From an optimization exercise on the open Yosys and OpenROAD flow, aimed at small area and a short achievable clock period; shortcuts taken in it are not production practice.
Where RTL was checked, it was by simulation tests only, not by an equivalence proof against the original.
Power and IR drop assume default switching activity.

==> build 8: inputs <==
Design signedMultiplier, start of the top module:
module signedMultiplier
(
	input  logic          clk,
	input  logic          arstN,
	input  mulPkg::operandPairT   operands,
	output mulPkg::productResultT result
);
export LEC_CHECK = 0
export CAP_MARGIN = 20
export CORE_MARGIN = 2
export CORE_UTILIZATION = 40
export CTS_CLUSTER_DIAMETER = 100
export CTS_CLUSTER_SIZE = 30
export SETUP_SLACK_MARGIN = 1.8
export SLEW_MARGIN = 20
export SYNTH_HIERARCHICAL = 1
create_clock -name core_clock -period 4.0 [get_ports {clk}]
run.sh (not shown) runs the stock make flow with config.mk's settings and CLKGATE_MAP_FILE= SYNTH_SCRIPT=/design/flow/synth_recipe.tcl, a recipe that flattens the netlist after the stock synthesis.
==> trial 57: changes against build 8 <==
- CTS_CLUSTER_DIAMETER: 100 -> unset
- CTS_CLUSTER_SIZE: 30 -> unset
- SETUP_SLACK_MARGIN: 1.8 -> 1.75
==> run summary <==
Final area: trial 57 is larger than build 8 (about 2%).
Count of clock-buffer cells in the layout: trial 57 is higher than build 8 (41).
Of build 8 and trial 57, build 8 has the higher routed wire length (gap about 0.25%, measured against trial 57).
Of trial 57 and build 8, trial 57 has the higher core utilization (gap 0.94 points).
Against build 8, the fmax of trial 57 is smaller by about 1.5%.

==> inputs of run E <==
Starting RTL as in the previous note.
Settings: LEC_CHECK=0, CAP_MARGIN=20, CORE_MARGIN=2, CORE_UTILIZATION=40, CTS_CLUSTER_DIAMETER=80, CTS_CLUSTER_SIZE=24, PLACE_DENSITY=0.75, SETUP_SLACK_MARGIN=1.8, SLEW_MARGIN=20, SYNTH_HIERARCHICAL=1; clock period 4.0 ns.
==> run F (differences from run E) <==
- CTS_CLUSTER_DIAMETER: 80 -> not set
- CTS_CLUSTER_SIZE: 24 -> not set
- PLACE_DENSITY: 0.75 -> not set
- SETUP_SLACK_MARGIN: 1.8 -> 2.0
==> run C (differences from run E) <==
- CORE_UTILIZATION: 40 -> 60
- CTS_BUF_LIST: not set -> sky130_fd_sc_hd__clkbuf_4 sky130_fd_sc_hd__clkbuf_8
- CTS_CLUSTER_DIAMETER: 80 -> not set
- CTS_CLUSTER_SIZE: 24 -> not set
- PLACE_DENSITY: 0.75 -> not set
- SETUP_SLACK_MARGIN: 1.8 -> 1.75
==> run summary <==
- Wire length, lowest first: run C, run E, run F.
- The lowest clock skew belongs to run F, the highest to run E.
- The highest via count belongs to run F, the lowest to run C.
- Synthesized cell count is the same in run E and run C.
- In sequential cell count, run F and run C do not differ.

==> run a <==
signedMultiplier, a different RTL version from the one above (not shown whole).
make LEC_CHECK=0 CAP_MARGIN=20 CORE_MARGIN=2 CORE_UTILIZATION=55 CTS_CLUSTER_DIAMETER=100 CTS_CLUSTER_SIZE=30 SETUP_SLACK_MARGIN=2.1 SLEW_MARGIN=20 SYNTH_HIERARCHICAL=1 finish   # period 4.0 ns
==> run b: changes against run a <==
SETUP_SLACK_MARGIN = 1.95   (was 2.1)
==> run c: changes against run a <==
==> flow/flow/run.sh (new file) <==
#!/bin/bash
# The standard layout (standard.sh), with plain buffers instead of delay
# cells on the ports; the whole ORFS run is logged to standard_flow.log.
set -euo pipefail
export BUFFER_PORTS_ARGS="-buffer_cell sky130_fd_sc_hd__buf_2"
bash standard.sh > standard_flow.log 2>&1
==> flow/standard.sh (new file) <==
#!/bin/bash
# synth_recipe.tcl (not shown) runs the flow's synth.tcl, then flattens the netlist and writes it again
# the make line also repeats each setting of config.mk as NAME=value (left out here)
make -C /OpenROAD-flow-scripts/flow DESIGN_CONFIG=/design/flow/config.mk WORK_HOME=/design/flow/orfs CLKGATE_MAP_FILE= SYNTH_SCRIPT=/design/flow/synth_recipe.tcl "${@:-finish}"
CTS_CLUSTER_DIAMETER = 90   (was 100)
CTS_CLUSTER_SIZE = 25   (was 30)
HOLD_SLACK_MARGIN = 0.1   (was not set)
SETUP_SLACK_MARGIN = 2.0   (was 2.1)
removed: flow/run.sh
==> qor summary <==
item	run c	run a	run b
Outcome	finished clean	finished clean	finished clean
Met3 routed wirelength	3510 um	3560 um	4170 um
WL per Instance	20.6 um	21.0 um	20.5 um
Setup slack, reg-to-reg	2.01 ns	2.00 ns	1.98 ns
Final instance count without filler cells	2553	2587	2537
Routed wire length on met2	23000 um	23900 um	22200 um
Cell area after layout	26200 sq um	27600 sq um	26200 sq um
Overall power consumption	19.2 mW	19.5 mW	18.9 mW
Detailed Place HPWL	39000 um	38800 um	38400 um
Routed vias/inst	5.44	5.52	5.49
Total routing resource utilization after global routing	23.3%	23.6%	23.0%
Antenna Diode Count	3	2	2
Cts bufs inserted	27	22	22
Area Overhead vs Synth	8.14%	14.0%	8.18%
Clock-cell share of area	2.97%	2.37%	2.36%
Endpoint of the worst hold-timing path	r0_a0[8]	r5_p[1]	r5_p[11]
Class of the tightest hold or removal check	in -> reg	reg -> reg	reg -> reg
Depth of the worst hold-timing path	1	0	0
Final Core Density	60.6%	63.9%	60.6%
CTS clk-pin slew, worst paths	0.10 ns	0.11 ns	0.11 ns
Largest net degree at the start of global routing	62	51	61
Clock Buffer Count	31	26	25
Reg-to-reg critical path startpoint	r0_a0[20]	r0_a0[12]	r0_a0[15]
Worst path required time	4.49 ns	4.46 ns	4.45 ns
CP max stage delay	0.53 ns	0.53 ns	0.63 ns
Sequential share of power	45.1%	44.5%	45.7%

==> juniper: inputs <==
signedMultiplier with an RTL version that a note above also has.
==> flow/config.mk <==
export PLATFORM = sky130hd
export DESIGN_NAME = signedMultiplier
export DESIGN_NICKNAME = signedMultiplier
export VERILOG_FILES = /design/flow/design.v
export SDC_FILE = /design/flow/constraint.sdc
export NUM_CORES = 4
export LEC_CHECK = 0
export CAP_MARGIN = 20
export CORE_MARGIN = 2
export CORE_UTILIZATION = 40
export CTS_CLUSTER_DIAMETER = 100
export CTS_CLUSTER_SIZE = 30
export PLACE_DENSITY = 0.75
export SETUP_SLACK_MARGIN = 1.8
export SLEW_MARGIN = 20
export SYNTH_HIERARCHICAL = 1
==> flow/constraint.sdc <==
create_clock -name core_clock -period 4.0 [get_ports {clk}]
set_input_delay 0.8000 -clock core_clock [delete_from_list [all_inputs] [get_ports {clk}]]
set_output_delay 0.8000 -clock core_clock [all_outputs]
set_load 0.01 [all_outputs]
Stock flow here: none of the scripts above is used.
==> maple: changes against juniper <==
CTS_CLUSTER_DIAMETER = default   (was 100)
CTS_CLUSTER_SIZE = default   (was 30)
PLACE_DENSITY = default   (was 0.75)
SETUP_SLACK_MARGIN = 1.9   (was 1.8)
==> xenon: changes against juniper <==
CTS_CLUSTER_DIAMETER = default   (was 100)
CTS_CLUSTER_SIZE = default   (was 30)
PLACE_DENSITY = default   (was 0.75)
==> flow_summary.rst <==
.. list-table::
   :header-rows: 1

   * - Metric
     - Value
   * - Outcome
     - complete, no violations
   * - Global-route wire length before repair
     - 80.6 mm
   * - Worst path most repeated cell
     - sky130_fd_sc_hd__fa_1
   * - Shortest clock period the worst path allows after layout
     - between 2000 and 2500 ps
   * - Origin of the worst setup path
     - r0_two[2]
   * - Reg2reg path depth
     - 5
   * - Clk pwr
     - ~0.0024 W
(the above is from juniper)
==> flow_summary.rst <==
.. list-table::
   :header-rows: 1

   * - Metric
     - Value
   * - Shortest clock period the worst path allows after layout
     - between 2000 and 2500 ps
   * - Dominant cell type by area after synthesis
     - sky130_fd_sc_hd__dfxtp_1
   * - Global-route wire length before repair
     - between 80 and 90 mm
   * - Worst path most repeated cell
     - sky130_fd_sc_hd__a21oi_4
   * - TNS Setup
     - 0 ps
   * - Outcome
     - complete, no violations
   * - Number of endpoints failing setup at the final stage
     - 0
   * - Critical path required time
     - about 4500 ps
   * - Clk pwr
     - 0.00480 W
(the above is from maple)
==> flow_summary.rst <==
.. list-table::
   :header-rows: 1

   * - Metric
     - Value
   * - Outcome
     - complete, no violations
   * - Origin of the worst setup path
     - r0_one[7]
   * - Worst path most repeated cell
     - sky130_fd_sc_hd__fa_1
   * - Clk pwr
     - between 0.004 and 0.005 W
   * - Reg2reg path depth
     - 5
   * - Area share of and/or/nand/nor cells after synthesis
     - 0.0196
   * - Shortest clock period the worst path allows after layout
     - 2160 ps
   * - Synth Area in Adders
     - 0.237
   * - Global-route wire length before repair
     - 82.5 mm
(the above is from xenon)

==> v16 <==
RTL: one of the versions met above, not the one the previous note started from.
==> flow/config.mk <==
export PLATFORM = sky130hd
export DESIGN_NAME = signedMultiplier
export DESIGN_NICKNAME = signedMultiplier
export VERILOG_FILES = /design/flow/design.v
export SDC_FILE = /design/flow/constraint.sdc
export NUM_CORES = 4
export LEC_CHECK = 0
export CAP_MARGIN = 20
export CORE_MARGIN = 2
export CORE_UTILIZATION = 55
export CTS_CLUSTER_DIAMETER = 100
export CTS_CLUSTER_SIZE = 30
export SETUP_SLACK_MARGIN = 2.05
export SLEW_MARGIN = 20
export SYNTH_HIERARCHICAL = 1
==> flow/constraint.sdc <==
create_clock -name core_clock -period 4.0 [get_ports {clk}]
set_input_delay 0.8000 -clock core_clock [delete_from_list [all_inputs] [get_ports {clk}]]
set_output_delay 0.8000 -clock core_clock [all_outputs]
set_load 0.01 [all_outputs]
==> inputs of v2, as changes to v16 <==
--- a/flow/config.mk
+++ b/flow/config.mk
@@ -7,9 +7,9 @@
 export LEC_CHECK = 0
 export CAP_MARGIN = 20
 export CORE_MARGIN = 2
-export CORE_UTILIZATION = 55
-export CTS_CLUSTER_DIAMETER = 100
-export CTS_CLUSTER_SIZE = 30
-export SETUP_SLACK_MARGIN = 2.05
+export CORE_UTILIZATION = 70
+export CTS_CLUSTER_DIAMETER = 90
+export CTS_CLUSTER_SIZE = 25
+export SETUP_SLACK_MARGIN = 2.0
 export SLEW_MARGIN = 20
 export SYNTH_HIERARCHICAL = 1
==> inputs of v7, as changes to v16 <==
--- a/flow/config.mk
+++ b/flow/config.mk
@@ -7,9 +7,9 @@
 export LEC_CHECK = 0
 export CAP_MARGIN = 20
 export CORE_MARGIN = 2
-export CORE_UTILIZATION = 55
+export CORE_UTILIZATION = 40
 export CTS_CLUSTER_DIAMETER = 100
 export CTS_CLUSTER_SIZE = 30
-export SETUP_SLACK_MARGIN = 2.05
+export SETUP_SLACK_MARGIN = 2.0
 export SLEW_MARGIN = 20
 export SYNTH_HIERARCHICAL = 1
==> impl_metrics.json <==
{
  "clkLatencyLatePin_ns": 0.59,
  "die_h_um": 250,
  "status": "no timing/DRC/antenna violations",
  "power.density_nw_per_um2": 707,
  "dp_hpwl_um": 39000,
  "p_total_mw": 18.9
}
the above is filed under v7

==> impl_metrics.json <==
{
  "cts_max_level": 1,
  "async_reset_ff_share_pct": 1.11,
  "power.density_nw_per_um2": 711,
  "largestPowerGroup": "registers",
  "cts_tree": "yes",
  "first_iter_violations": 1160,
  "dp_hpwl_um": 38000,
  "synth_xor_xnor_area_share_pct": 12.9,
  "status": "no timing/DRC/antenna violations",
  "p_total_mw": 19.1,
  "wl_per_cell_um": 20.6
}
the above is filed under v16

==> impl_metrics.json <==
{
  "die_h_um": 190,
  "clkLatencyLatePin_ns": 0.57,
  "dp_hpwl_um": 37500,
  "finish.instance_area_um2": 26300,
  "status": "no timing/DRC/antenna violations",
  "synth_xor_xnor_area_share_pct": 12.9,
  "power.density_nw_per_um2": 728,
  "vias_per_cell": 5.95
}
the above is filed under v2


==> v28 <==
signedMultiplier, a different RTL version from the one above (not shown whole).
// signedMultiplier
module signedMultiplier
(
	input  logic          clk,
	input  logic          arstN,
	input  mulPkg::operandPairT   operands,
	output mulPkg::productResultT result
);
	logic [23:0] r0_a;
	logic [11:0] r0_neg, r0_one, r0_two;
	logic [5:0] valid;
	wire [23:0] mb = operands.multiplier;
	logic pp1;
	logic pp2;
	logic pp3;
	logic pp4;
	logic pp5;
	logic pp6;
	logic pp7;
	logic pp8;
	logic pp9;
	logic pp10;
	logic pp11;
	logic pp12;
	logic pp13;
	logic pp14;
	logic pp15;
	logic pp16;
	logic pp17;
	logic pp18;
	logic pp19;
	logic pp20;
	logic pp21;
	logic pp22;
	logic pp23;
	logic pp24;
	logic pp25;
	logic pp26;
	logic pp27;
	logic pp28;
	logic pp29;
	logic pp30;
	logic pp31;
	logic pp32;
	logic pp33;
	logic pp34;
	logic pp35;
	logic pp36;
	logic pp37;
	logic pp38;
	logic pp39;
	logic pp40;
	logic pp41;
	logic pp42;
	logic pp43;
	logic pp44;
	logic pp45;
	logic pp46;
	logic pp47;
	logic pp48;
	logic pp49;
	logic pp50;
	logic pp51;
	logic pp52;
	logic pp53;
	logic pp54;
	logic pp55;
	logic pp56;
	logic pp57;
	logic pp58;
	logic pp59;
	logic pp60;
	logic pp61;
	logic pp62;
	logic pp63;
	logic pp64;
	logic pp65;
	logic pp66;
	logic pp67;
	logic pp68;
	logic pp69;
	logic pp70;
	logic pp71;
	logic pp72;
	logic pp73;
	logic pp74;
	logic pp75;
	logic pp76;
	logic pp77;
	logic pp78;
	logic pp79;
	logic pp80;
	logic pp81;
	logic pp82;
	logic pp83;
	logic pp84;
	logic pp85;
	logic pp86;
	logic pp87;
	logic pp88;
	logic pp89;
	logic pp90;
	logic pp91;
	logic pp92;
	logic pp93;
	logic pp94;
	logic pp95;
	logic pp96;
	logic pp97;
	logic pp98;
	logic pp99;
	logic pp100;
  ...
make LEC_CHECK=0 CAP_MARGIN=20 CORE_MARGIN=2 CORE_UTILIZATION=40 CTS_CLUSTER_DIAMETER=100 CTS_CLUSTER_SIZE=30 PLACE_DENSITY=0.65 SETUP_SLACK_MARGIN=1.8 SLEW_MARGIN=20 SYNTH_HIERARCHICAL=1 finish   # period 4.0 ns
==> v32: changes against v28 <==
--- a/flow/config.mk
+++ b/flow/config.mk
@@ -7,10 +7,9 @@
 export LEC_CHECK = 0
 export CAP_MARGIN = 20
 export CORE_MARGIN = 2
-export CORE_UTILIZATION = 40
+export CORE_UTILIZATION = 75
 export CTS_CLUSTER_DIAMETER = 100
 export CTS_CLUSTER_SIZE = 30
-export PLACE_DENSITY = 0.65
 export SETUP_SLACK_MARGIN = 1.8
 export SLEW_MARGIN = 20
 export SYNTH_HIERARCHICAL = 1
==> comparison <==
Against v32, the final cell count of v28 is higher by about 17%. v28 went through all stages and came out clean. v32 finished with timing, DRC and antenna clean. In v28 the die area is larger than in v32, by about 90%. Final area: v32 is smaller than v28 (about 3%). Clock skew: v28 is higher than v32 (0.012 ns).
==> figures <==
metric	v28	v32
Total Routed Length	51.9 mm	50.6 mm
Core outline area	57400 µm²	30400 µm²
Startpoint of the worst register-to-register path	r0_neg[0]	r2_d[11]
WHS Endpoint	r5_p[5]	r4_p[22]
Count of vias placed by the detailed router	13800	14100
Capturing instance or port of the critical path	r1_d[40]	r3_p[42]
Switching power of the nets	7.63 mW	7.64 mW
Power Sequential	7.86 mW	7.91 mW
Instance area after placement	24500 µm²	24000 µm²
Status	no timing/DRC/antenna violations	no timing/DRC/antenna violations

==> inputs of 04-11 <==
Another version of the RTL of signedMultiplier (not shown whole).
make LEC_CHECK=0 CAP_MARGIN=20 CORE_MARGIN=2 CORE_UTILIZATION=40 CTS_CLUSTER_DIAMETER=100 CTS_CLUSTER_SIZE=30 SETUP_SLACK_MARGIN=1.85 SLEW_MARGIN=20 SYNTH_HIERARCHICAL=1 finish   # period 4.0 ns
==> 10-09 (differences from 04-11) <==
- SETUP_SLACK_MARGIN: 1.85 -> 1.95
==> notes <==
04-11 completed without violations. 10-09 finished clean. Of 10-09 and 04-11, 10-09 has the higher power (gap about 1.6%, measured against 04-11). Critical path depth is the same in 10-09 and 04-11. Clock-buffer cell count is the same in 04-11 and 10-09. First-iteration DRC count: 10-09 is smaller than 04-11 (about 1.6%). Cell area: 04-11 is lower than 10-09 (about 3.4%).
==> figures <==
metric                                                                               04-11                    10-09
Status                                                             complete, no violations  complete, no violations
Met2 wire length                                                                  23.34 mm                 24.12 mm
Power Clock                                                                      0.00301 W                0.00300 W
Wire length of the first global-routing pass                                      83.84 mm                 86.05 mm
Leakage power                                                                     10.53 nW                 10.77 nW
Min Clock Period, post-route                                                      2.196 ns                 2.210 ns
Number of buffers inserted to repair setup after CTS                                    21                       47
Count of nets after finishing                                                         2381                     2392
Count of buffers not belonging to the clock network in the layout                      147                      159
Area of the multi-input gates                                                0.01223 sq mm            0.01303 sq mm
Vias in the first global route                                                      14.87k                   15.22k
Worst supply voltage drop on vdd                                                 0.3511 mV                0.3604 mV
Function was not checked in any run of this note: the RTL went through the layout flow alone.

==> re-timing with driven ports <==
How much do the figures lean on ideal ports? The routed layouts below were timed once more, with nothing changed but the port constraints.
Step 1: set_driving_cell puts a clkbuf_16 on clk and a buf_2 on each other input, an assumption about the parent block.
Step 2 moves the port delays by t, midway between the first and last clock arrival at a register: inputs arrive t later, outputs are due t later. That takes back most of the time a late clock gives input paths.
a / b / c = ideal ports / drivers / drivers and shift; a / b = the first two.
run	t (ns)	setup slack, ns	worst setup path after step 2	worst register clock-pin slew, ns
build 8	0.633	1.824 / 1.824 / 1.824	register to register	0.11 / 0.11
trial 57	0.637	1.791 / 1.732 / 1.797	register to register	0.06 / 0.06
run E of note 2	0.642	1.832 / 1.832 / 1.832	register to register	0.09 / 0.09
run F of note 2	0.657	1.777 / 1.777 / 1.777	register to register	0.07 / 0.07
run C of note 2	0.682	1.725 / 1.725 / 1.725	register to register	0.07 / 0.07
run a of note 3	0.637	1.997 / 1.997 / 1.777	input to register	0.12 / 0.12
run b of note 3	0.623	1.977 / 1.954 / 1.854	input to register	0.11 / 0.11
run c of note 3	0.654	2.007 / 2.007 / 2.007	register to register	0.10 / 0.10
juniper	0.617	1.832 / 1.832 / 1.832	register to register	0.12 / 0.12
maple	0.651	1.803 / 1.803 / 1.803	register to register	0.07 / 0.07
xenon	0.637	1.841 / 1.841 / 1.841	register to register	0.06 / 0.06
v16	0.629	1.940 / 1.940 / 1.846	input to register	0.12 / 0.12
v2	0.614	2.004 / 1.984 / 1.812	input to register	0.10 / 0.10
v7	0.637	1.982 / 1.982 / 1.796	input to register	0.12 / 0.12
v28	0.634	1.834 / 1.834 / 1.834	register to register	0.11 / 0.11
v32	0.589	1.834 / 1.834 / 1.834	register to register	0.11 / 0.11
04-11	0.633	1.804 / 1.804 / 1.696	input to register	0.11 / 0.11
10-09	0.637	1.790 / 1.790 / 1.710	input to register	0.11 / 0.11
After both steps every run listed still meets setup and hold. For run a of note 3, which loses most, drivers alone change the setup slack by 0.000 ns; drivers and shift together by -0.220 ns.
